What follows belongs to an exercise in optimizing a design on an open flow for small area; a production flow would make more cautious choices. Only simulation tests tie the RTL to the original design; equivalence was not proved.

## flow/design.v (module list and top-level ports; edited modules follow where they fit)
// module acf_tree_sq: 579 lines
// module acf_tree_mul: 940 lines
// module acf_sub: 201 lines
// module acf_fa: 10 lines
// module acf_ha: 9 lines
// module acf_xn: 7 lines
// module acf_or: 7 lines
// module acf_hac: 9 lines
// module autocorrelation_top: 203 lines
module autocorrelation_top (
    input  logic               iClock,
    input  logic               rst_n,
    input  logic               sample_valid,
    input  acf_pkg::sample_t   sample,
    output logic               coef_valid,
    output acf_pkg::acf_coef_t coef,
    output logic               block_done,
    output logic               overrun
);
  // ...
==> flow/run.sh <==
#!/bin/bash
# synth_recipe.tcl (not shown) runs the flow's synth.tcl, then flattens the netlist and writes it again
# the make line also repeats each setting of config.mk as NAME=value (left out here)
make -C /OpenROAD-flow-scripts/flow DESIGN_CONFIG=/design/flow/config.mk WORK_HOME=/design/flow/orfs CLKGATE_MAP_FILE= SYNTH_SCRIPT=/design/flow/synth_recipe.tcl finish
==> flow/config.mk <==
export PLATFORM = sky130hd
export DESIGN_NAME = autocorrelation_top
export DESIGN_NICKNAME = autocorrelation_top
export VERILOG_FILES = /design/flow/design.v
export SDC_FILE = /design/flow/constraint.sdc
export NUM_CORES = 4
export LEC_CHECK = 0
export CAP_MARGIN = 20
export CORE_MARGIN = 2
export CORE_UTILIZATION = 40
export SLEW_MARGIN = 20
export SYNTH_HIERARCHICAL = 1
export SYNTH_MINIMUM_KEEP_SIZE = 0
==> flow/constraint.sdc <==
create_clock -name core_clock -period 7.5 [get_ports {iClock}]
set_input_delay 1.5000 -clock core_clock [delete_from_list [all_inputs] [get_ports {iClock}]]
set_output_delay 1.5000 -clock core_clock [all_outputs]
set_load 0.01 [all_outputs]
==> qor.csv, run 1 <==
metric;value;unit
total wire length after detailed routing;169000;microns
ports placed on the boundary;101;
H-Tree Depth;3;
Placed Instance Area;60600;sq um
fin nets;6585;
clock insertion delay at the later pin of the skew report;700;ps
pre-CTS setup slack;440;ps
GR Util met3;6.63;%
area used by multi-input combinational logic;40200;sq um
number of logic inverters in the finished layout;354;
number of global-route vias before repair;42696;
hold-fix buffer count after cts;0;
required time of the critical path;6000;ps
Worst Hold Slack;340;ps
met1 usage in global routing;31.1;%
cell-by-cell listing of the critical path;inv_1, ha_2, buf_4, nand2b_1, a31oi_1, o2bb2ai_2, ha_1, nand2_1, nor2_1, a31oi_1, buf_4, nor3_2, buf_4, and3_1, nand2_1, nor3_2, nand2b_1, o21ai_0, clkdlybuf4s50_1;
Final Util;44.7;%
Num Clock Sinks;569;
final-layout clock buffer total;102;
worst path bufs/invs;5;
crit path time final;7230;ps
Antenna Violating Nets Remaining;0;
most frequent cell on the critical path;buf_4;
largest fanout on the critical path;18;
hold-critical path endpoint;q[16];
Layout area overhead;11.2;%
clock root buffer;clkbuf_16;
met3 routed WL;14800;microns
outcome;timing/DRC/antenna clean;
cell depth of the worst setup path;19;
Reg-to-Reg Start;hnew;
max-slew violation total from the final report;0;
reg-to-reg critical path endpoint;hn4[36];
comb_multi_in;4018;
Inserted Clock Buffers;74;
startpoint of the worst hold path;q[15];
Tightest Pin Transition;1150;ps
largest incremental delay on the critical path;680;ps
number of hold violations in the final report;0;
tapcell count;1890;
==> module acf_tree_sq, before the edit <==
module acf_tree_sq (
    input  logic [15:0] x,
    input  logic [36:0] accn,
    output logic [36:0] accn_next
);
    logic w1;
    logic w2;
    logic w4;
    logic w5;
    logic w7;
    logic w8;
    logic w10;
    logic w11;
    logic w13;
    logic w14;
    logic w16;
    logic w17;
    logic w19;
    logic w20;
    logic w22;
    logic w23;
    logic w25;
    logic w26;
    logic w28;
    logic w29;
    logic w31;
    logic w32;
    logic w34;
    logic w35;
    logic w37;
    logic w38;
    logic w40;
    logic w41;
    logic w43;
    logic w44;
    logic w46;
    logic w47;
    logic w49;
    logic w50;
    logic w52;
    logic w53;
    logic w55;
    logic w56;
    logic w58;
    logic w59;
    logic w61;
    logic w62;
    logic w64;
    logic w65;
    logic w67;
    logic w68;
    logic w70;
    logic w71;
    logic w73;
    logic w74;
    logic w76;
    logic w77;
    logic w79;
    logic w80;
    logic w82;
    logic w83;
    logic w85;
    logic w86;
    logic w88;
    logic w89;
    logic w91;
    logic w92;
    logic w94;
    logic w95;
    logic w97;
    logic w98;
    logic w100;
    logic w101;
    logic w103;
    logic w104;
    logic w106;
    logic w107;
    logic w109;
    logic w110;
    logic w112;
    logic w113;
    logic w115;
    logic w116;
    logic w118;
    logic w119;
    logic w121;
    logic w122;
    logic w124;
    logic w125;
    logic w127;
    logic w128;
    logic w130;
    logic w131;
    logic w133;
    logic w134;
    logic w136;
    logic w137;
    logic w139;
    logic w140;
    logic w142;
    logic w143;
    logic w145;
    logic w146;
    logic w148;
    logic w149;
    logic w151;
    logic w152;
    logic w154;
    logic w155;
    logic w157;
    logic w158;
    logic w160;
    logic w161;
    logic w163;
    logic w164;
    logic w166;
    logic w167;
    logic w169;
    logic w170;
    logic w172;
    logic w173;
    logic w175;
    logic w176;
    logic w178;
    logic w179;
    logic w181;
    logic w182;
    logic w184;
    logic w185;
    logic w187;
    logic w188;
    logic w190;
    logic w191;
    logic w193;
    logic w194;
    logic w196;
    logic w197;
    logic w199;
    logic w200;
    logic w202;
    logic w203;
    logic w205;
    logic w206;
    logic w208;
    logic w209;
    logic w211;
    logic w212;
    logic w214;
    logic w215;
    logic w217;
    logic w218;
    logic w220;
    logic w221;
    logic w223;
    logic w224;
    logic w226;
    logic w227;
    logic w229;
    logic w230;
    logic w232;
    logic w233;
    logic w235;
    logic w236;
    logic w238;
    logic w239;
    logic w241;
    logic w242;
    logic w244;
    logic w245;
    logic w247;
    logic w248;
    logic w250;
    logic w251;
    logic w253;
    logic w254;
    logic w256;
    logic w257;
    logic w259;
    logic w260;
    logic w262;
    logic w263;
    logic w265;
    logic w266;
    logic w268;
    logic w269;
    logic w271;
    logic w272;
    logic w274;
    logic w275;
    logic w277;
    logic w278;
    logic w280;
    logic w281;
    logic w283;
    logic w284;
    logic w286;
    logic w287;
    logic w289;
    logic w290;
    logic w292;
    logic w293;
    logic w295;
    logic w296;
    logic w298;
    logic w299;
    logic w301;
    logic w302;
    logic w304;
    logic w305;
    logic w307;
    logic w308;
    logic w310;
    logic w311;
    logic w313;
    logic w314;
    logic w316;
    logic w317;
    logic w319;
    logic w320;
    logic w322;
    logic w323;
    logic w325;
    logic w326;
    logic w328;
    logic w329;
    logic w331;
    logic w332;
    logic w334;
    logic w335;
    logic w337;
    logic w338;
    logic w340;
    logic w341;
    logic w343;
    logic w344;
    logic w346;
    logic w347;
    logic w349;
    logic w350;
    logic w352;
    logic w353;
    logic w355;
    logic w356;
    logic w358;
    logic w359;
    logic w361;
    logic w362;
    logic w363;
    logic w364;
    logic w365;
    logic w366;
    logic [36:0] r0, r1;
    acf_ha u3 (.a(accn[16]), .b((x[0] & x[15])), .s(w1), .co(w2));
    acf_hac u6 (.a(accn[10]), .b(~(x[0] & x[9])), .s(w4), .co(w5));
    acf_hac u9 (.a(accn[11]), .b(~(x[0] & x[10])), .s(w7), .co(w8));
    acf_fa u12 (.a(accn[12]), .b(~(x[0] & x[11])), .c(~(x[1] & x[10])), .s(w10), .co(w11));
    acf_hac u15 (.a(~(x[2] & x[9])), .b(~(x[3] & x[8])), .s(w13), .co(w14));
    acf_fa u18 (.a(accn[13]), .b(~(x[0] & x[12])), .c(~(x[1] & x[11])), .s(w16), .co(w17));
    acf_hac u21 (.a(~(x[2] & x[10])), .b(~(x[3] & x[9])), .s(w19), .co(w20));
    acf_fa u24 (.a(accn[14]), .b(~(x[0] & x[13])), .c(~(x[1] & x[12])), .s(w22), .co(w23));
    acf_fa u27 (.a(~(x[2] & x[11])), .b(~(x[3] & x[10])), .c(~(x[4] & x[9])), .s(w25), .co(w26));
    acf_hac u30 (.a(~(x[5] & x[8])), .b(~(x[6] & x[7])), .s(w28), .co(w29));
    acf_fa u33 (.a(accn[15]), .b(~(x[0] & x[14])), .c(~(x[1] & x[13])), .s(w31), .co(w32));
    acf_fa u36 (.a(~(x[2] & x[12])), .b(~(x[3] & x[11])), .c(~(x[4] & x[10])), .s(w34), .co(w35));
    acf_hac u39 (.a(~(x[5] & x[9])), .b(~(x[6] & x[8])), .s(w37), .co(w38));
    acf_fa u42 (.a(~(x[1] & x[14])), .b(~(x[2] & x[13])), .c(~(x[3] & x[12])), .s(w40), .co(w41));
    acf_fa u45 (.a(~(x[4] & x[11])), .b(~(x[5] & x[10])), .c(~(x[6] & x[9])), .s(w43), .co(w44));
    acf_fa u48 (.a(~(x[7] & x[8])), .b(~x[8]), .c(w1), .s(w46), .co(w47));
    acf_fa u51 (.a(accn[17]), .b((x[1] & x[15])), .c(~(x[2] & x[14])), .s(w49), .co(w50));
    acf_fa u54 (.a(~(x[3] & x[13])), .b(~(x[4] & x[12])), .c(~(x[5] & x[11])), .s(w52), .co(w53));
    acf_fa u57 (.a(~(x[6] & x[10])), .b(~(x[7] & x[9])), .c(w2), .s(w55), .co(w56));
    acf_fa u60 (.a(accn[18]), .b((x[2] & x[15])), .c(~(x[3] & x[14])), .s(w58), .co(w59));
    acf_fa u63 (.a(~(x[4] & x[13])), .b(~(x[5] & x[12])), .c(~(x[6] & x[11])), .s(w61), .co(w62));
    acf_fa u66 (.a(~(x[7] & x[10])), .b(~(x[8] & x[9])), .c(~x[9]), .s(w64), .co(w65));
    acf_fa u69 (.a(accn[19]), .b((x[3] & x[15])), .c(~(x[4] & x[14])), .s(w67), .co(w68));
    acf_fa u72 (.a(~(x[5] & x[13])), .b(~(x[6] & x[12])), .c(~(x[7] & x[11])), .s(w70), .co(w71));
    acf_fa u75 (.a(accn[20]), .b((x[4] & x[15])), .c(~(x[5] & x[14])), .s(w73), .co(w74));
    acf_fa u78 (.a(~(x[6] & x[13])), .b(~(x[7] & x[12])), .c(~(x[8] & x[11])), .s(w76), .co(w77));
    acf_fa u81 (.a(accn[21]), .b((x[5] & x[15])), .c(~(x[6] & x[14])), .s(w79), .co(w80));
    acf_fa u84 (.a(accn[22]), .b((x[6] & x[15])), .c(~(x[7] & x[14])), .s(w82), .co(w83));
    acf_hac u87 (.a(accn[6]), .b(~(x[0] & x[5])), .s(w85), .co(w86));
    acf_hac u90 (.a(accn[7]), .b(~(x[0] & x[6])), .s(w88), .co(w89));
    acf_fa u93 (.a(accn[8]), .b(~(x[0] & x[7])), .c(~(x[1] & x[6])), .s(w91), .co(w92));
    acf_hac u96 (.a(~(x[2] & x[5])), .b(~(x[3] & x[4])), .s(w94), .co(w95));
    acf_fa u99 (.a(accn[9]), .b(~(x[0] & x[8])), .c(~(x[1] & x[7])), .s(w97), .co(w98));
    acf_hac u102 (.a(~(x[2] & x[6])), .b(~(x[3] & x[5])), .s(w100), .co(w101));
    acf_fa u105 (.a(~(x[1] & x[8])), .b(~(x[2] & x[7])), .c(~(x[3] & x[6])), .s(w103), .co(w104));
    acf_fa u108 (.a(~(x[4] & x[5])), .b(~x[5]), .c(w4), .s(w106), .co(w107));
    acf_fa u111 (.a(~(x[1] & x[9])), .b(~(x[2] & x[8])), .c(~(x[3] & x[7])), .s(w109), .co(w110));
    acf_fa u114 (.a(~(x[4] & x[6])), .b(w5), .c(w7), .s(w112), .co(w113));
    acf_fa u117 (.a(~(x[4] & x[7])), .b(~(x[5] & x[6])), .c(~x[6]), .s(w115), .co(w116));
    acf_fa u120 (.a(w8), .b(w10), .c(w13), .s(w118), .co(w119));
    acf_fa u123 (.a(~(x[4] & x[8])), .b(~(x[5] & x[7])), .c(w11), .s(w121), .co(w122));
    acf_fa u126 (.a(w14), .b(w16), .c(w19), .s(w124), .co(w125));
    acf_fa u129 (.a(~x[7]), .b(w17), .c(w20), .s(w127), .co(w128));
    acf_fa u132 (.a(w22), .b(w25), .c(w28), .s(w130), .co(w131));
    acf_fa u135 (.a(w23), .b(w26), .c(w29), .s(w133), .co(w134));
    acf_fa u138 (.a(w31), .b(w34), .c(w37), .s(w136), .co(w137));
    acf_fa u141 (.a(w32), .b(w35), .c(w38), .s(w139), .co(w140));
    acf_fa u144 (.a(w40), .b(w43), .c(w46), .s(w142), .co(w143));
    acf_fa u147 (.a(w41), .b(w44), .c(w47), .s(w145), .co(w146));
    acf_fa u150 (.a(w49), .b(w52), .c(w55), .s(w148), .co(w149));
    acf_fa u153 (.a(w50), .b(w53), .c(w56), .s(w151), .co(w152));
    acf_fa u156 (.a(w58), .b(w61), .c(w64), .s(w154), .co(w155));
    acf_fa u159 (.a(~(x[8] & x[10])), .b(w59), .c(w62), .s(w157), .co(w158));
    acf_fa u162 (.a(w65), .b(w67), .c(w70), .s(w160), .co(w161));
    acf_fa u165 (.a(~(x[9] & x[10])), .b(~x[10]), .c(w68), .s(w163), .co(w164));
    acf_fa u168 (.a(w71), .b(w73), .c(w76), .s(w166), .co(w167));
    acf_fa u171 (.a(~(x[7] & x[13])), .b(~(x[8] & x[12])), .c(~(x[9] & x[11])), .s(w169), .co(w170));
    acf_fa u174 (.a(w74), .b(w77), .c(w79), .s(w172), .co(w173));
    acf_fa u177 (.a(~(x[8] & x[13])), .b(~(x[9] & x[12])), .c(~(x[10] & x[11])), .s(w175), .co(w176));
    acf_fa u180 (.a(~x[11]), .b(w80), .c(w82), .s(w178), .co(w179));
    acf_fa u183 (.a(accn[23]), .b((x[7] & x[15])), .c(~(x[8] & x[14])), .s(w181), .co(w182));
    acf_fa u186 (.a(~(x[9] & x[13])), .b(~(x[10] & x[12])), .c(w83), .s(w184), .co(w185));
    acf_fa u189 (.a(accn[24]), .b((x[8] & x[15])), .c(~(x[9] & x[14])), .s(w187), .co(w188));
    acf_fa u192 (.a(~(x[10] & x[13])), .b(~(x[11] & x[12])), .c(~x[12]), .s(w190), .co(w191));
    acf_fa u195 (.a(accn[25]), .b((x[9] & x[15])), .c(~(x[10] & x[14])), .s(w193), .co(w194));
    acf_fa u198 (.a(accn[26]), .b((x[10] & x[15])), .c(~(x[11] & x[14])), .s(w196), .co(w197));
    acf_hac u201 (.a(accn[4]), .b(~(x[0] & x[3])), .s(w199), .co(w200));
    acf_hac u204 (.a(accn[5]), .b(~(x[0] & x[4])), .s(w202), .co(w203));
    acf_fa u207 (.a(~(x[1] & x[4])), .b(~(x[2] & x[3])), .c(~x[3]), .s(w205), .co(w206));
    acf_fa u210 (.a(~(x[1] & x[5])), .b(~(x[2] & x[4])), .c(w86), .s(w208), .co(w209));
    acf_fa u213 (.a(~x[4]), .b(w89), .c(w91), .s(w211), .co(w212));
    acf_fa u216 (.a(w92), .b(w95), .c(w97), .s(w214), .co(w215));
    acf_fa u219 (.a(w98), .b(w101), .c(w103), .s(w217), .co(w218));
    acf_fa u222 (.a(w104), .b(w107), .c(w109), .s(w220), .co(w221));
    acf_fa u225 (.a(w110), .b(w113), .c(w115), .s(w223), .co(w224));
    acf_fa u228 (.a(w116), .b(w119), .c(w121), .s(w226), .co(w227));
    acf_fa u231 (.a(w122), .b(w125), .c(w127), .s(w229), .co(w230));
    acf_fa u234 (.a(w128), .b(w131), .c(w133), .s(w232), .co(w233));
    acf_fa u237 (.a(w134), .b(w137), .c(w139), .s(w235), .co(w236));
    acf_fa u240 (.a(w140), .b(w143), .c(w145), .s(w238), .co(w239));
    acf_fa u243 (.a(w146), .b(w149), .c(w151), .s(w241), .co(w242));
    acf_fa u246 (.a(w152), .b(w155), .c(w157), .s(w244), .co(w245));
    acf_fa u249 (.a(w158), .b(w161), .c(w163), .s(w247), .co(w248));
    acf_fa u252 (.a(w164), .b(w167), .c(w169), .s(w250), .co(w251));
    acf_fa u255 (.a(w170), .b(w173), .c(w175), .s(w253), .co(w254));
    acf_fa u258 (.a(w176), .b(w179), .c(w181), .s(w256), .co(w257));
    acf_fa u261 (.a(w182), .b(w185), .c(w187), .s(w259), .co(w260));
    acf_fa u264 (.a(~(x[11] & x[13])), .b(w188), .c(w191), .s(w262), .co(w263));
    acf_fa u267 (.a(~(x[12] & x[13])), .b(~x[13]), .c(w194), .s(w265), .co(w266));
    acf_fa u270 (.a(accn[27]), .b((x[11] & x[15])), .c(~(x[12] & x[14])), .s(w268), .co(w269));
    acf_fa u273 (.a(accn[28]), .b((x[12] & x[15])), .c(~(x[13] & x[14])), .s(w271), .co(w272));
    acf_hac u276 (.a(accn[2]), .b(~(x[0] & x[1])), .s(w274), .co(w275));
    acf_hac u279 (.a(accn[3]), .b(~(x[0] & x[2])), .s(w277), .co(w278));
    acf_fa u282 (.a(~(x[1] & x[2])), .b(~x[2]), .c(w199), .s(w280), .co(w281));
    acf_fa u285 (.a(~(x[1] & x[3])), .b(w200), .c(w202), .s(w283), .co(w284));
    acf_fa u288 (.a(w85), .b(w203), .c(w205), .s(w286), .co(w287));
    acf_fa u291 (.a(w88), .b(w206), .c(w208), .s(w289), .co(w290));
    acf_fa u294 (.a(w94), .b(w209), .c(w211), .s(w292), .co(w293));
    acf_fa u297 (.a(w100), .b(w212), .c(w214), .s(w295), .co(w296));
    acf_fa u300 (.a(w106), .b(w215), .c(w217), .s(w298), .co(w299));
    acf_fa u303 (.a(w112), .b(w218), .c(w220), .s(w301), .co(w302));
    acf_fa u306 (.a(w118), .b(w221), .c(w223), .s(w304), .co(w305));
    acf_fa u309 (.a(w124), .b(w224), .c(w226), .s(w307), .co(w308));
    acf_fa u312 (.a(w130), .b(w227), .c(w229), .s(w310), .co(w311));
    acf_fa u315 (.a(w136), .b(w230), .c(w232), .s(w313), .co(w314));
    acf_fa u318 (.a(w142), .b(w233), .c(w235), .s(w316), .co(w317));
    acf_fa u321 (.a(w148), .b(w236), .c(w238), .s(w319), .co(w320));
    acf_fa u324 (.a(w154), .b(w239), .c(w241), .s(w322), .co(w323));
    acf_fa u327 (.a(w160), .b(w242), .c(w244), .s(w325), .co(w326));
    acf_fa u330 (.a(w166), .b(w245), .c(w247), .s(w328), .co(w329));
    acf_fa u333 (.a(w172), .b(w248), .c(w250), .s(w331), .co(w332));
    acf_fa u336 (.a(w178), .b(w251), .c(w253), .s(w334), .co(w335));
    acf_fa u339 (.a(w184), .b(w254), .c(w256), .s(w337), .co(w338));
    acf_fa u342 (.a(w190), .b(w257), .c(w259), .s(w340), .co(w341));
    acf_fa u345 (.a(w193), .b(w260), .c(w262), .s(w343), .co(w344));
    acf_fa u348 (.a(w196), .b(w263), .c(w265), .s(w346), .co(w347));
    acf_fa u351 (.a(w197), .b(w266), .c(w268), .s(w349), .co(w350));
    acf_fa u354 (.a(~x[14]), .b(w269), .c(w271), .s(w352), .co(w353));
    acf_fa u357 (.a(accn[29]), .b((x[13] & x[15])), .c(w272), .s(w355), .co(w356));
    acf_fa u360 (.a(accn[30]), .b((x[14] & x[15])), .c(~x[15]), .s(w358), .co(w359));
    assign w361 = ~(accn[31]);
    assign w362 = ~(accn[32]);
    assign w363 = ~(accn[33]);
    assign w364 = ~(accn[34]);
    assign w365 = ~(accn[35]);
    assign w366 = ~(accn[36]);
    assign r0 = {accn[35], accn[34], accn[33], accn[32], accn[31], w359, w356, w353, w350, w347, w344, w341, w338, w335, w332, w329, w326, w323, w320, w317, w314, w311, w308, w305, w302, w299, w296, w293, w290, w287, w284, w281, w278, w275, ~x[1], accn[1], accn[0]};
    assign r1 = {w366, w365, w364, w363, w362, w361, w358, w355, w352, w349, w346, w343, w340, w337, w334, w331, w328, w325, w322, w319, w316, w313, w310, w307, w304, w301, w298, w295, w292, w289, w286, w283, w280, w277, w274, 1'b1, ~x[0]};
    logic [7:0] sr;
    logic [36:0] g, p, c;
    assign g = r0 & r1;
    assign p = r0 ^ r1;
    logic [36:0] G0, P0;
    assign G0 = {g[36:1], g[0] | p[0]};
    assign P0 = p;
    acf_hac f0 (.a(r0[0]), .b(r1[0]), .s(sr[0]), .co(c[0]));
    acf_fa f1 (.a(r0[1]), .b(r1[1]), .c(c[0]), .s(sr[1]), .co(c[1]));
    acf_fa f2 (.a(r0[2]), .b(r1[2]), .c(c[1]), .s(sr[2]), .co(c[2]));
    acf_fa f3 (.a(r0[3]), .b(r1[3]), .c(c[2]), .s(sr[3]), .co(c[3]));
    acf_fa f4 (.a(r0[4]), .b(r1[4]), .c(c[3]), .s(sr[4]), .co(c[4]));
    acf_fa f5 (.a(r0[5]), .b(r1[5]), .c(c[4]), .s(sr[5]), .co(c[5]));
    acf_fa f6 (.a(r0[6]), .b(r1[6]), .c(c[5]), .s(sr[6]), .co(c[6]));
    acf_fa f7 (.a(r0[7]), .b(r1[7]), .c(c[6]), .s(sr[7]), .co(c[7]));
    logic Gh1_8, Ph1_8;
    assign Gh1_8 = G0[8] | (P0[8] & c[7]);
    assign Ph1_8 = P0[8] & 1'b0;
    logic Gh1_10, Ph1_10;
    assign Gh1_10 = G0[10] | (P0[10] & G0[9]);
    assign Ph1_10 = P0[10] & P0[9];
    logic Gh1_12, Ph1_12;
    assign Gh1_12 = G0[12] | (P0[12] & G0[11]);
    assign Ph1_12 = P0[12] & P0[11];
    logic Gh1_14, Ph1_14;
    assign Gh1_14 = G0[14] | (P0[14] & G0[13]);
    assign Ph1_14 = P0[14] & P0[13];
    logic Gh1_16, Ph1_16;
    assign Gh1_16 = G0[16] | (P0[16] & G0[15]);
    assign Ph1_16 = P0[16] & P0[15];
    logic Gh1_18, Ph1_18;
    assign Gh1_18 = G0[18] | (P0[18] & G0[17]);
    assign Ph1_18 = P0[18] & P0[17];
    logic Gh1_20, Ph1_20;
    assign Gh1_20 = G0[20] | (P0[20] & G0[19]);
    assign Ph1_20 = P0[20] & P0[19];
    logic Gh1_22, Ph1_22;
    assign Gh1_22 = G0[22] | (P0[22] & G0[21]);
    assign Ph1_22 = P0[22] & P0[21];
    logic Gh1_24, Ph1_24;
    assign Gh1_24 = G0[24] | (P0[24] & G0[23]);
    assign Ph1_24 = P0[24] & P0[23];
    logic Gh1_26, Ph1_26;
    assign Gh1_26 = G0[26] | (P0[26] & G0[25]);
    assign Ph1_26 = P0[26] & P0[25];
    logic Gh1_28, Ph1_28;
    assign Gh1_28 = G0[28] | (P0[28] & G0[27]);
    assign Ph1_28 = P0[28] & P0[27];
    logic Gh1_30, Ph1_30;
    assign Gh1_30 = G0[30] | (P0[30] & G0[29]);
    assign Ph1_30 = P0[30] & P0[29];
    logic Gh1_32, Ph1_32;
    assign Gh1_32 = G0[32] | (P0[32] & G0[31]);
    assign Ph1_32 = P0[32] & P0[31];
    logic Gh1_34, Ph1_34;
    assign Gh1_34 = G0[34] | (P0[34] & G0[33]);
    assign Ph1_34 = P0[34] & P0[33];
    logic Gh1_36, Ph1_36;
    assign Gh1_36 = G0[36] | (P0[36] & G0[35]);
    assign Ph1_36 = P0[36] & P0[35];
    logic Gh2_10, Ph2_10;
    assign Gh2_10 = Gh1_10 | (Ph1_10 & Gh1_8);
    assign Ph2_10 = Ph1_10 & Ph1_8;
    logic Gh2_14, Ph2_14;
    assign Gh2_14 = Gh1_14 | (Ph1_14 & Gh1_12);
    assign Ph2_14 = Ph1_14 & Ph1_12;
    logic Gh2_18, Ph2_18;
    assign Gh2_18 = Gh1_18 | (Ph1_18 & Gh1_16);
    assign Ph2_18 = Ph1_18 & Ph1_16;
    logic Gh2_22, Ph2_22;
    assign Gh2_22 = Gh1_22 | (Ph1_22 & Gh1_20);
    assign Ph2_22 = Ph1_22 & Ph1_20;
    logic Gh2_26, Ph2_26;
    assign Gh2_26 = Gh1_26 | (Ph1_26 & Gh1_24);
    assign Ph2_26 = Ph1_26 & Ph1_24;
    logic Gh2_30, Ph2_30;
    assign Gh2_30 = Gh1_30 | (Ph1_30 & Gh1_28);
    assign Ph2_30 = Ph1_30 & Ph1_28;
    logic Gh2_34, Ph2_34;
    assign Gh2_34 = Gh1_34 | (Ph1_34 & Gh1_32);
    assign Ph2_34 = Ph1_34 & Ph1_32;
    logic Gh3_14, Ph3_14;
    assign Gh3_14 = Gh2_14 | (Ph2_14 & Gh2_10);
    assign Ph3_14 = Ph2_14 & Ph2_10;
    logic Gh3_22, Ph3_22;
    assign Gh3_22 = Gh2_22 | (Ph2_22 & Gh2_18);
    assign Ph3_22 = Ph2_22 & Ph2_18;
    logic Gh3_30, Ph3_30;
    assign Gh3_30 = Gh2_30 | (Ph2_30 & Gh2_26);
    assign Ph3_30 = Ph2_30 & Ph2_26;
    logic Gh4_22, Ph4_22;
    assign Gh4_22 = Gh3_22 | (Ph3_22 & Gh3_14);
    assign Ph4_22 = Ph3_22 & Ph3_14;
    logic Gh7_30, Ph7_30;
    assign Gh7_30 = Gh3_30 | (Ph3_30 & Gh4_22);
    assign Ph7_30 = Ph3_30 & Ph4_22;
    logic Gh8_18, Ph8_18;
    assign Gh8_18 = Gh2_18 | (Ph2_18 & Gh3_14);
    assign Ph8_18 = Ph2_18 & Ph3_14;
    logic Gh8_26, Ph8_26;
    assign Gh8_26 = Gh2_26 | (Ph2_26 & Gh4_22);
    assign Ph8_26 = Ph2_26 & Ph4_22;
    logic Gh8_34, Ph8_34;
    assign Gh8_34 = Gh2_34 | (Ph2_34 & Gh7_30);
    assign Ph8_34 = Ph2_34 & Ph7_30;
    logic Gh9_12, Ph9_12;
    assign Gh9_12 = Gh1_12 | (Ph1_12 & Gh2_10);
    assign Ph9_12 = Ph1_12 & Ph2_10;
    logic Gh9_16, Ph9_16;
    assign Gh9_16 = Gh1_16 | (Ph1_16 & Gh3_14);
    assign Ph9_16 = Ph1_16 & Ph3_14;
    logic Gh9_20, Ph9_20;
    assign Gh9_20 = Gh1_20 | (Ph1_20 & Gh8_18);
    assign Ph9_20 = Ph1_20 & Ph8_18;
    logic Gh9_24, Ph9_24;
    assign Gh9_24 = Gh1_24 | (Ph1_24 & Gh4_22);
    assign Ph9_24 = Ph1_24 & Ph4_22;
    logic Gh9_28, Ph9_28;
    assign Gh9_28 = Gh1_28 | (Ph1_28 & Gh8_26);
    assign Ph9_28 = Ph1_28 & Ph8_26;
    logic Gh9_32, Ph9_32;
    assign Gh9_32 = Gh1_32 | (Ph1_32 & Gh7_30);
    assign Ph9_32 = Ph1_32 & Ph7_30;
    logic Gh9_36, Ph9_36;
    assign Gh9_36 = Gh1_36 | (Ph1_36 & Gh8_34);
    assign Ph9_36 = Ph1_36 & Ph8_34;
    logic Gh10_9, Ph10_9;
    assign Gh10_9 = G0[9] | (P0[9] & Gh1_8);
    assign Ph10_9 = P0[9] & Ph1_8;
    logic Gh10_11, Ph10_11;
    assign Gh10_11 = G0[11] | (P0[11] & Gh2_10);
    assign Ph10_11 = P0[11] & Ph2_10;
    logic Gh10_13, Ph10_13;
    assign Gh10_13 = G0[13] | (P0[13] & Gh9_12);
    assign Ph10_13 = P0[13] & Ph9_12;
    logic Gh10_15, Ph10_15;
    assign Gh10_15 = G0[15] | (P0[15] & Gh3_14);
    assign Ph10_15 = P0[15] & Ph3_14;
    logic Gh10_17, Ph10_17;
    assign Gh10_17 = G0[17] | (P0[17] & Gh9_16);
    assign Ph10_17 = P0[17] & Ph9_16;
    logic Gh10_19, Ph10_19;
    assign Gh10_19 = G0[19] | (P0[19] & Gh8_18);
    assign Ph10_19 = P0[19] & Ph8_18;
    logic Gh10_21, Ph10_21;
    assign Gh10_21 = G0[21] | (P0[21] & Gh9_20);
    assign Ph10_21 = P0[21] & Ph9_20;
    logic Gh10_23, Ph10_23;
    assign Gh10_23 = G0[23] | (P0[23] & Gh4_22);
    assign Ph10_23 = P0[23] & Ph4_22;
    logic Gh10_25, Ph10_25;
    assign Gh10_25 = G0[25] | (P0[25] & Gh9_24);
    assign Ph10_25 = P0[25] & Ph9_24;
    logic Gh10_27, Ph10_27;
    assign Gh10_27 = G0[27] | (P0[27] & Gh8_26);
    assign Ph10_27 = P0[27] & Ph8_26;
    logic Gh10_29, Ph10_29;
    assign Gh10_29 = G0[29] | (P0[29] & Gh9_28);
    assign Ph10_29 = P0[29] & Ph9_28;
    logic Gh10_31, Ph10_31;
    assign Gh10_31 = G0[31] | (P0[31] & Gh7_30);
    assign Ph10_31 = P0[31] & Ph7_30;
    logic Gh10_33, Ph10_33;
    assign Gh10_33 = G0[33] | (P0[33] & Gh9_32);
    assign Ph10_33 = P0[33] & Ph9_32;
    logic Gh10_35, Ph10_35;
    assign Gh10_35 = G0[35] | (P0[35] & Gh8_34);
    assign Ph10_35 = P0[35] & Ph8_34;
    assign c[8] = Gh1_8;
    assign c[9] = Gh10_9;
    assign c[10] = Gh2_10;
    assign c[11] = Gh10_11;
    assign c[12] = Gh9_12;
    assign c[13] = Gh10_13;
    assign c[14] = Gh3_14;
    assign c[15] = Gh10_15;
    assign c[16] = Gh9_16;
    assign c[17] = Gh10_17;
    assign c[18] = Gh8_18;
    assign c[19] = Gh10_19;
    assign c[20] = Gh9_20;
    assign c[21] = Gh10_21;
    assign c[22] = Gh4_22;
    assign c[23] = Gh10_23;
    assign c[24] = Gh9_24;
    assign c[25] = Gh10_25;
    assign c[26] = Gh8_26;
    assign c[27] = Gh10_27;
    assign c[28] = Gh9_28;
    assign c[29] = Gh10_29;
    assign c[30] = Gh7_30;
    assign c[31] = Gh10_31;
    assign c[32] = Gh9_32;
    assign c[33] = Gh10_33;
    assign c[34] = Gh8_34;
    assign c[35] = Gh10_35;
    assign c[36] = Gh9_36;
    assign accn_next = {p[36:8] ^ c[35:7], sr};
endmodule
==> module autocorrelation_top, before the edit <==
module autocorrelation_top (
    input  logic               iClock,
    input  logic               rst_n,
    input  logic               sample_valid,
    input  acf_pkg::sample_t   sample,
    output logic               coef_valid,
    output acf_pkg::acf_coef_t coef,
    output logic               block_done,
    output logic               overrun
);
    logic [5:0]  count;
    logic        hnew;
    logic        hlast;
    logic        aclr;
    logic [15:0] x0, x1, x2, x3, x4;
    logic [15:0] xg;
    logic [36:0] accn0, accn1, accn2, accn3, accn4;
    logic [36:0] basen0, basen1, basen2, basen3, basen4;
    logic [36:0] nxtn0, nxtn1, nxtn2, nxtn3, nxtn4;
    logic        snap;
    always_ff @(posedge iClock or negedge rst_n) begin
        if (!rst_n) begin
            count <= '0;
            hnew  <= 1'b0;
            hlast <= 1'b0;
            aclr  <= 1'b1;
        end else begin
            hnew  <= sample_valid;
            hlast <= sample_valid && (count == 6'd63);
            if (sample_valid) begin
                count <= count + 1'b1;
            end
            if (hnew) begin
                aclr <= hlast;
            end
        end
    end
    always_ff @(posedge iClock) begin
        if (sample_valid) begin
            x0 <= sample;
            x1 <= (count == 6'd0) ? '0 : x0;
            x2 <= (count == 6'd0) ? '0 : x1;
            x3 <= (count == 6'd0) ? '0 : x2;
            x4 <= (count == 6'd0) ? '0 : x3;
        end
    end
    assign xg     = hnew ? x0 : '0;
    assign basen0 = accn0 | {37{aclr}};
    assign basen1 = accn1 | {37{aclr}};
    assign basen2 = accn2 | {37{aclr}};
    assign basen3 = accn3 | {37{aclr}};
    assign basen4 = accn4 | {37{aclr}};
    assign snap   = hnew && hlast;
    acf_tree_sq  t0 (.x(xg),          .accn(basen0), .accn_next(nxtn0));
    acf_tree_mul t1 (.x(xg), .h(x1), .accn(basen1), .accn_next(nxtn1));
    acf_tree_mul t2 (.x(xg), .h(x2), .accn(basen2), .accn_next(nxtn2));
    acf_tree_mul t3 (.x(xg), .h(x3), .accn(basen3), .accn_next(nxtn3));
    acf_tree_mul t4 (.x(xg), .h(x4), .accn(basen4), .accn_next(nxtn4));
    always_ff @(posedge iClock) begin
        accn0 <= nxtn0;
        accn1 <= nxtn1;
        accn2 <= nxtn2;
        accn3 <= nxtn3;
        accn4 <= nxtn4;
    end
    logic [36:0] hn0, hn1, hn2, hn3, hn4;
    logic        busy;
    logic        ld;
    logic        em;
    logic [2:0]  lag;
    logic [5:0]  cnt;
    logic [6:0]  ptr;
    logic [5:0]  p0;
    logic        z0;
    logic        zk;
    logic [7:0]  ebase;
    logic [22:0] sb;
    logic [23:0] rem;
    logic [22:0] q;
    logic        f;
    logic [36:0] cur;
    logic        neg;
    logic [36:0] mag;
    logic [5:0]  lod;
    logic        zero;
    logic        bit_in;
    logic        br;
    logic [25:0] diffn;
    logic [24:0] rem2;
    logic [25:0] diff;
    logic        ge;
    logic [7:0]  expo;
    always_comb begin
        case (lag)
            3'd0:    cur = ~hn0;
            3'd1:    cur = ~hn1;
            3'd2:    cur = ~hn2;
            3'd3:    cur = ~hn3;
            default: cur = ~hn4;
        endcase
    end
    assign neg  = (lag != 3'd0) && cur[36];
    assign mag  = neg ? -cur : cur;
    assign zero = (cur == '0);
    always_comb begin
        lod = '0;
        for (int i = 0; i < 37; i++) begin
            if (mag[i]) begin
                lod = 6'(i);
            end
        end
    end
    assign bit_in = (cnt < 6'd24) && !ptr[6] && mag[ptr[5:0]];
    assign rem2   = {rem, br};
    acf_sub sub (.a(rem2), .b(sb), .accn_next(diffn));
    assign diff   = ~diffn;
    assign ge     = !diff[25];
    always_ff @(posedge iClock or negedge rst_n) begin
        if (!rst_n) begin
            busy       <= 1'b0;
            ld         <= 1'b0;
            em         <= 1'b0;
            lag        <= '0;
            coef_valid <= 1'b0;
            block_done <= 1'b0;
            overrun    <= 1'b0;
        end else begin
            coef_valid <= 1'b0;
            block_done <= 1'b0;
            overrun    <= snap && busy;
            if (!busy) begin
                if (snap) begin
                    busy       <= 1'b1;
                    lag        <= '0;
                    ld         <= 1'b1;
                    coef_valid <= 1'b1;
                end
            end else if (ld) begin
                ld <= 1'b0;
            end else if (em) begin
                em <= 1'b0;
                if (lag == 3'd4) begin
                    busy <= 1'b0;
                end else begin
                    lag <= lag + 1'b1;
                    ld  <= 1'b1;
                end
            end else if (lag == 3'd0) begin
                if (cnt == 6'd24) begin
                    lag <= 3'd1;
                    ld  <= 1'b1;
                end
            end else if (cnt == 6'd48 || (cnt == 6'd47 && f)) begin
                em         <= 1'b1;
                coef_valid <= 1'b1;
                block_done <= (lag == 3'd4);
            end
        end
    end
    always_ff @(posedge iClock) begin
        if (!busy && snap) begin
            hn0 <= nxtn0;
            hn1 <= nxtn1;
            hn2 <= nxtn2;
            hn3 <= nxtn3;
            hn4 <= nxtn4;
        end
        rem <= ld ? '0 : (ge ? diff[23:0] : rem2[23:0]);
        q   <= {q[21:0], ge};
        br  <= !ld && bit_in;
        if (ld) begin
            ptr <= {1'b0, lod};
            cnt <= '0;
            zk    <= zero;
            ebase <= 8'd126 + {2'b00, lod} - {2'b00, p0};
            if (lag == 3'd0) begin
                p0 <= lod;
                z0 <= zero;
            end
        end else begin
            ptr <= ptr - 1'b1;
            cnt <= cnt + 1'b1;
            if (lag == 3'd0) begin
                sb <= {sb[21:0], br};
            end
            if (cnt == 6'd24) begin
                f <= ge;
            end
        end
    end
    assign expo = ebase + {7'd0, f};
    always_comb begin
        coef.lag     = {1'b0, lag};
        coef.raw_sum = {{6{neg}}, cur};
        if (lag == 3'd0) begin
            coef.norm = zero ? 32'd0 : 32'h3F80_0000;
        end else if (zk || z0) begin
            coef.norm = '0;
        end else begin
            coef.norm = {neg, expo, q};
        end
    end
endmodule
==> run 2, diff against run 1 <==
--- a/flow/design.v
+++ b/flow/design.v
@@ -594,17 +594,17 @@
     assign c[29] = Gh10_29;
     assign c[30] = Gh7_30;
     assign c[31] = Gh10_31;
     assign c[32] = Gh9_32;
     assign c[33] = Gh10_33;
     assign c[34] = Gh8_34;
     assign c[35] = Gh10_35;
     assign c[36] = Gh9_36;
-    assign accn_next = {p[36:8] ^ c[35:7], sr};
+    assign accn_next = {~(p[36:8] ^ c[35:7]), sr};
 endmodule
 module acf_tree_mul (
     input  logic [15:0] x,
     input  logic [15:0] h,
     input  logic [36:0] accn,
     output logic [36:0] accn_next
 );
     logic w1;
@@ -1534,17 +1534,17 @@
     assign c[29] = Gh10_29;
     assign c[30] = Gh7_30;
     assign c[31] = Gh10_31;
     assign c[32] = Gh9_32;
     assign c[33] = Gh10_33;
     assign c[34] = Gh8_34;
     assign c[35] = Gh10_35;
     assign c[36] = Gh9_36;
-    assign accn_next = {p[36:8] ^ c[35:7], sr};
+    assign accn_next = {~(p[36:8] ^ c[35:7]), sr};
 endmodule
 module acf_sub (
     input  logic [24:0] a,
     input  logic [22:0] b,
     output logic [25:0] accn_next
 );
     logic w1;
     logic w2;
@@ -1826,21 +1826,22 @@
             x0 <= sample;
             x1 <= (count == 6'd0) ? '0 : x0;
             x2 <= (count == 6'd0) ? '0 : x1;
             x3 <= (count == 6'd0) ? '0 : x2;
             x4 <= (count == 6'd0) ? '0 : x3;
         end
     end
     assign xg     = hnew ? x0 : '0;
-    assign basen0 = accn0 | {37{aclr}};
-    assign basen1 = accn1 | {37{aclr}};
-    assign basen2 = accn2 | {37{aclr}};
-    assign basen3 = accn3 | {37{aclr}};
-    assign basen4 = accn4 | {37{aclr}};
+    localparam logic [36:0] MASK = 37'h00_0000_00FF;
+    assign basen0 = ~((accn0 ^ MASK) & {37{!aclr}});
+    assign basen1 = ~((accn1 ^ MASK) & {37{!aclr}});
+    assign basen2 = ~((accn2 ^ MASK) & {37{!aclr}});
+    assign basen3 = ~((accn3 ^ MASK) & {37{!aclr}});
+    assign basen4 = ~((accn4 ^ MASK) & {37{!aclr}});
     assign snap   = hnew && hlast;
     acf_tree_sq  t0 (.x(xg),          .accn(basen0), .accn_next(nxtn0));
     acf_tree_mul t1 (.x(xg), .h(x1), .accn(basen1), .accn_next(nxtn1));
     acf_tree_mul t2 (.x(xg), .h(x2), .accn(basen2), .accn_next(nxtn2));
     acf_tree_mul t3 (.x(xg), .h(x3), .accn(basen3), .accn_next(nxtn3));
     acf_tree_mul t4 (.x(xg), .h(x4), .accn(basen4), .accn_next(nxtn4));
     always_ff @(posedge iClock) begin
         accn0 <= nxtn0;
@@ -1873,21 +1874,21 @@
     logic        br;
     logic [25:0] diffn;
     logic [24:0] rem2;
     logic [25:0] diff;
     logic        ge;
     logic [7:0]  expo;
     always_comb begin
         case (lag)
-            3'd0:    cur = ~hn0;
-            3'd1:    cur = ~hn1;
-            3'd2:    cur = ~hn2;
-            3'd3:    cur = ~hn3;
-            default: cur = ~hn4;
+            3'd0:    cur = hn0 ^ MASK;
+            3'd1:    cur = hn1 ^ MASK;
+            3'd2:    cur = hn2 ^ MASK;
+            3'd3:    cur = hn3 ^ MASK;
+            default: cur = hn4 ^ MASK;
         endcase
     end
     assign neg  = (lag != 3'd0) && cur[36];
     assign mag  = neg ? -cur : cur;
     assign zero = (cur == '0);
     always_comb begin
         lod = '0;
         for (int i = 0; i < 37; i++) begin
==> flow/config.mk (replaced) <==
export PLATFORM = sky130hd
export DESIGN_NAME = autocorrelation_top
export DESIGN_NICKNAME = autocorrelation_top
export VERILOG_FILES = /design/flow/design.v
export SDC_FILE = /design/flow/constraint.sdc
export NUM_CORES = 4
export LEC_CHECK = 0
export CAP_MARGIN = 0
export CORE_MARGIN = 2
export CORE_UTILIZATION = 40
export SLEW_MARGIN = 0
export SYNTH_HIERARCHICAL = 1
export SYNTH_MINIMUM_KEEP_SIZE = 0
==> run 2 against run 1 <==
  * Still clean
  * First-iteration DRC count up 7.1%
  * Maximum frequency up 0.19%
  * Highest routed layer unchanged
==> qor.csv, run 2 <==
metric;value;unit;change
instance count of the mapped netlist;5198;;was 5,176
crit path time final;7220;ps;was 7230 ps
total wire length after detailed routing;168000;microns;was 169,000 microns
hold-fix buffer count after cts;0;;unchanged
most common cell after layout, fill and taps aside;nand2_1;;was fa_1
Num Clock Sinks;569;;unchanged
H-Tree Depth;3;;unchanged
number of hold violations in the final report;0;;unchanged
die area;146000;sq um;was 145,000 sq um
clock root buffer;clkbuf_16;;unchanged
Reg-to-Reg Start;hnew;;unchanged
detailed-routing iteration count for the pre-antenna-repair pass;6;;unchanged
clock tree from TritonCTS;built;;unchanged
clock-pin slew on the worst setup and hold paths;60;ps;about the same
count of final setup violators;0;;unchanged
most frequent cell on the critical path;o21ai_0;;was buf_4
ports placed on the boundary;101;;unchanged
reg-to-reg critical path endpoint;hn2[31];;was hn4[36]
Worst setup SP type;flop;;unchanged
outcome;timing/DRC/antenna clean;;unchanged
commonest non-fill, non-tap cells in the layout;nand2_1, fa_1, inv_1;;was fa_1, nand2_1, inv_1
residual overflow from global routing;0;;unchanged
largest fanout on the critical path;38;;was 18
Antenna Violating Nets Remaining;0;;unchanged
maximum number of pins on one net before global-route repair;76;;was 126
number of buffers inserted to repair setup after CTS;0;;unchanged
Die Span X;381;microns;about the same
post-detailed-route DRC marker count;0;;unchanged
buffers from clock root to sink, at most;3;;unchanged
DR vias;39351;;was 38,632
last weighted congestion value of the routability-driven placer;0.961;;was 0.895
synthesized area per cell;11.0;sq um;about the same
Rel. slew slack;24.2;%;was 23.5%
worst-case setup margin in the final layout;283;ps;was 269 ps
Total GRT Usage;23.6;%;was 23.9%
data arrival time of the critical path;5720;ps;was 5730 ps
Synth Net Count;6519;;was 6,497
detailed-placement wirelength estimate;127000;microns;was 126,000 microns
number of antenna violations at the first check in global routing;7;;unchanged
YS warnings;7;;unchanged
number of maximum-capacitance violations;0;;unchanged
highest attainable clock frequency;139;MHz;was 138 MHz
number of resized instances in the post-cts repair step;2;;unchanged
Inserted Clock Buffers;70;;was 74
RSZ-0062 raised after global routing;false;;unchanged
critical path startpoint;lag[0];;was lag[1]
critical-path cell with the highest stage delay;a222oi_1;;was a31oi_1
Worst Hold Slack;342;ps;was 340 ps
critical setup path kind;reg2out;;unchanged
number of global-route vias before repair;42278;;was 42,696
cell-by-cell listing of the critical path;inv_1, ha_2, buf_4, a222oi_1, o21ai_0, mux2i_1, nand4_1, nor3_1, nand2_1, nor3_2, nand2b_1, o21ai_0, clkdlybuf4s50_1;;was inv_1, ha_2, buf_4, nand2b_1, a31oi_1, o2bb2ai_2, ha_1, nand2_1, nor2_1, a31oi_1, buf_4, nor3_2, buf_4, and3_1, nand2_1, nor3_2, nand2b_1, o21ai_0, clkdlybuf4s50_1
max-slew violation total from the final report;0;;unchanged
drt initial violations;3272;;was 3,054
starting utilization of the core area;40.3;%;was 40.2%
fin nets;6601;;was 6,585
cell area after technology mapping;57000;sq um;was 56,900 sq um
worst-case register-to-register setup slack;600;ps;was 310 ps
Die Ht;381;microns;about the same
placeable core region;141000;sq um;unchanged
first-pass GRT wire length;261000;microns;was 262,000 microns
Tightest Pin Transition;1130;ps;was 1150 ps
Layout area overhead;10.6;%;was 11.2%
final setup TNS;0;ps;unchanged
path category of the worst min-delay check;reg2reg;;unchanged
Cells on Worst Hold Path;0;;unchanged
standard-cell row count;138;;unchanged
post-DR wirelength/cell;23.3;microns;was 23.4 microns
PortBufs;99;;unchanged
capturing instance or port of the critical path;coef[27];;was coef[25]
fraction of layout cells with a size suffix above 1;8.92;%;was 11.0%
nature of the critical path endpoint;output pin;;unchanged
post-DR vias/cell;5.44;;was 5.35
Reg2Reg Depth;17;;was 19
required time of the critical path;6000;ps;about the same
share of the cycle needed by the critical path after routing;96.2;%;was 96.4%
worst clock skew;55.3;ps;was 54.9 ps
clock insertion delay at the later pin of the skew report;670;ps;was 700 ps
largest incremental delay on the critical path;810;ps;was 680 ps
Final Util;44.6;%;was 44.7%
pre-CTS setup slack;447;ps;was 440 ps
==> run 2: cell types whose count changed in the layout (fill, tap and decap cells not counted), moves of 39 or more <==
cell | before | now
nand2b_1 | 99 | 34
nand2_1 | 1108 | 1263
or2_2 | 191 | 43
xnor2_1 | 209 | 159
xor2_1 | 36 | 75
==> run 2: critical path: cells and delay by family, from the launching register on <==
kind | cells | cell delay, ps
compound gates | 3 | 1440
fa+ha+maj | 1 | 200
buf+inv | 3 | 880
flops | 1 | 430
mux | 1 | 710
simple gates | 5 | 1390
==> run 2: per-stage QoR <==
stage               area [sq um]  instances
floorplan                  57000       5198
global placement           60600       7098
detailed placement         60600       7098
CTS                        63000       7228
global route               63000       7228
finish                     63000       7230
==> run 2: area by class of cell <==
class,count,area [sq um]
timing repair buffer,246,2160
clock buffer,89,1920
clock inverter,41,518
antenna,2,5.00
tap,1890,2360
inverter,342,1290
multi-input combinational,4051,40200
sequential,569,14500
fill,13084,78400
==> run 2: worst min path at each step <==
stage	start	to	slack, ps
global route	q[9]	q[10]	350
floorplan	q[9]	q[10]	320
global placement	q[0]	q[1]	330
finish	q[19]	q[20]	340
CTS	q[9]	q[10]	340
detailed placement	q[9]	q[10]	330
==> run 2: layer usage <==
layer  vias to the layer above  track usage [%]  part of all wire, %
met5                         -                0                0.016
met4                         4             7.20                  3.3
met3                       296             5.23                  8.5
met2                      1697             37.2                   46
met1                     20506             32.6                   43
li1                      16848                -                    -
==> run 3, diff against run 2 <==
--- a/flow/config.mk
+++ b/flow/config.mk
@@ -6,8 +6,8 @@
 export NUM_CORES = 4
 export LEC_CHECK = 0
-export CAP_MARGIN = 0
+export CAP_MARGIN = 20
 export CORE_MARGIN = 2
 export CORE_UTILIZATION = 40
-export SLEW_MARGIN = 0
+export SLEW_MARGIN = 20
 export SYNTH_HIERARCHICAL = 1
 export SYNTH_MINIMUM_KEEP_SIZE = 0
==> run 3 against run 2 <==
  * Setup slack gained 160 ps
  * First-iteration DRC count is 1.7% higher
  * Critical path depth stayed put
  * Maximum frequency is 2.2% higher
  * Synthesized area did not move
  * Largest cell class unchanged
==> qor.csv, run 3 <==
metric;value;unit;change
post-DR vias/cell;5.44;;about the same
clock insertion delay at the later pin of the skew report;690;ps;was 670 ps
commonest non-fill, non-tap cells in the layout;nand2_1, fa_1, inv_1;;unchanged
fillers;13104;;was 13,084
first-pass GRT wire length;261000;microns;about the same
fin nets;6603;;was 6,601
Worst Hold Slack;343;ps;was 342 ps
detailed-placement wirelength estimate;127000;microns;about the same
Antenna Violating Nets Remaining;0;;unchanged
worst-case register-to-register setup slack;620;ps;was 600 ps
buffers from clock root to sink, at most;3;;unchanged
startpoint of the worst hold path;q[0];;was q[19]
die area;146000;sq um;unchanged
final setup TNS;0;ps;unchanged
H-Tree Depth;3;;unchanged
largest fanout on the critical path;38;;unchanged
number of hold violations in the final report;0;;unchanged
RSZ-0062 raised after global routing;false;;unchanged
residual overflow from global routing;0;;unchanged
hold-fix buffer count after cts;0;;unchanged
share of the cycle needed by the critical path after routing;94.1;%;was 96.2%
clock tree from TritonCTS;built;;unchanged
area of all placed cells without fillers;63100;sq um;was 63,000 sq um
DR vias;39317;;was 39,351
nature of the critical path endpoint;output pin;;unchanged
critical setup path kind;reg2out;;unchanged
max-slew violation total from the final report;0;;unchanged
path category of the worst min-delay check;reg2reg;;unchanged
drt initial violations;3329;;was 3,272
post-detailed-route DRC marker count;0;;unchanged
PortBufs;99;;unchanged
YS warnings;7;;unchanged
outcome;timing/DRC/antenna clean;;unchanged
Reg-to-Reg Start;hnew;;unchanged
post-DR wirelength/cell;23.3;microns;about the same
reg-to-reg critical path endpoint;hn4[36];;was hn2[31]
Num Clock Sinks;569;;unchanged
maximum number of pins on one net before global-route repair;76;;unchanged
Inserted Clock Buffers;71;;was 70
count of inserted antenna diode cells;0;;was 2
number of buffers inserted to repair setup after CTS;0;;unchanged
number of antenna violations at the first check in global routing;8;;was 7
crit path time final;7060;ps;was 7220 ps
worst clock skew;58.6;ps;was 55.3 ps
standard-cell row count;138;;unchanged
synthesized area per cell;11.0;sq um;unchanged
most common cell after layout, fill and taps aside;nand2_1;;unchanged
Rel. slew slack;29.0;%;was 24.2%
ports placed on the boundary;101;;unchanged
clock-pin slew on the worst setup and hold paths;60;ps;about the same
Final Util;44.6;%;about the same
Placed Instance Area;60600;sq um;about the same
starting utilization of the core area;40.3;%;unchanged
data arrival time of the critical path;5560;ps;was 5720 ps
number of global-route vias before repair;42361;;was 42,278
number of resized instances in the post-cts repair step;3;;was 2
number of maximum-capacitance violations;0;;unchanged
Die Ht;381;microns;unchanged
Total GRT Usage;23.6;%;about the same
met1 usage in global routing;32.8;%;was 32.6%
Tightest Pin Transition;1060;ps;was 1130 ps
highest attainable clock frequency;142;MHz;was 139 MHz
cell area after technology mapping;57000;sq um;unchanged
instance count of the mapped netlist;5198;;unchanged
busiest grt layer;met2;;unchanged
total wire length after detailed routing;168000;microns;about the same
placeable core region;141000;sq um;unchanged
required time of the critical path;6000;ps;about the same
count of final setup violators;0;;unchanged
last weighted congestion value of the routability-driven placer;0.961;;unchanged
clock root buffer;clkbuf_16;;unchanged
Die Span X;381;microns;unchanged
Synth Net Count;6519;;unchanged
Cells on Worst Hold Path;0;;unchanged
GR Util met3;5.12;%;was 5.23%
Layout area overhead;10.7;%;was 10.6%
met2 Usage GRT;37.1;%;was 37.2%
Worst setup SP type;flop;;unchanged
detailed-routing iteration count for the pre-antenna-repair pass;10;;was 6
Reg2Reg Depth;18;;was 17
fraction of layout cells with a size suffix above 1;8.97;%;was 8.92%
hold-critical path endpoint;q[1];;was q[20]
-- run 3: changes by cell type in the layout (fill, tap and decap cells not counted), moves of 2 or more --
cell / before / now
bufinv_16: 7 / 5
clkbuf_1: 12 / 10
clkbuf_16: 72 / 76
clkinv_2: 10 / 12
clkinv_4: 1 / 6
clkinvlp_4: 12 / 3
diode_2: 2 / 0
inv_6: 2 / 5
-- run 3: how the worst max path moves through the flow --
stage / from / endpoint / cells after the start / slack (ps)
global route: lag[0] / coef[28] / 16 / 30
detailed placement: lag[0] / coef[27] / 16 / 470
global placement: hnew / hn2[31] / 17 / 660
finish: lag[0] / coef[27] / 13 / 440
floorplan: lag[2] / ebase[5] / 36 / 390
CTS: lag[0] / coef[27] / 16 / 50
-- run 3: cell type report --
| cell class | instances | area, sq um | area share, % |
|---|---|---|---|
| timing repair buffer | 247 | 2190 | 3.48 |
| clock inverter | 40 | 458 | 0.726 |
| multi-input combinational | 4051 | 40200 | 63.8 |
| tap | 1890 | 2360 | 3.75 |
| inverter | 342 | 1290 | 2.04 |
| clock buffer | 91 | 2010 | 3.18 |
| sequential | 569 | 14500 | 23.0 |
-- run 3: worst max-delay path, cell delays in order, from the launching register on --
cell	delay [ps]
dfrtp_1	430
inv_1	110
ha_2	210
buf_6	210
a222oi_1	740
o21ai_0	430
mux2i_1	720
nand4_1	320
nor3_1	350
nand2_1	170
nor3_2	270
nand2b_1	280
o21ai_0	130
clkdlybuf4s50_1	490
-- run 3: through the flow --
step / setup slack, ps / cells
floorplan: 388 / 5198
global placement: 656 / 7098
detailed placement: 466 / 7099
CTS: 47.3 / 7230
global route: 25.4 / 7230
finish: 441 / 7230
-- run 3: metal layers --
layer  share of wire (%)  wire length, microns
met1                  43                 71800
met2                  46                 76800
met3                 8.3                 13900
met4                 3.4                  5740
met5               0.014                    24

## re-timing with driven ports
In the flow no input, the clock included, has a driving cell. The finished layouts below were timed again as built, in two steps. Step 1: set_driving_cell puts a clkbuf_16 on iClock and a buf_2 on each other input, an assumption about the parent block. Step 2, shift: input delay + t, output delay - t, t = (earliest + latest rising clock arrival at the registers) / 2. This alone moves slack from input paths to output paths. Slacks: no drivers / after step 1 / after step 2; pairs: no drivers / after step 1.
run | t (ns) | setup slack, ns | worst setup path after step 2
run 1 | 0.755 | 0.269 / 0.189 / 0.308 | register to register
run 2 | 0.711 | 0.283 / 0.209 / 0.603 | register to register
run 3 | 0.734 | 0.441 / 0.365 / 0.623 | register to register
After both steps every run listed still meets setup and hold.
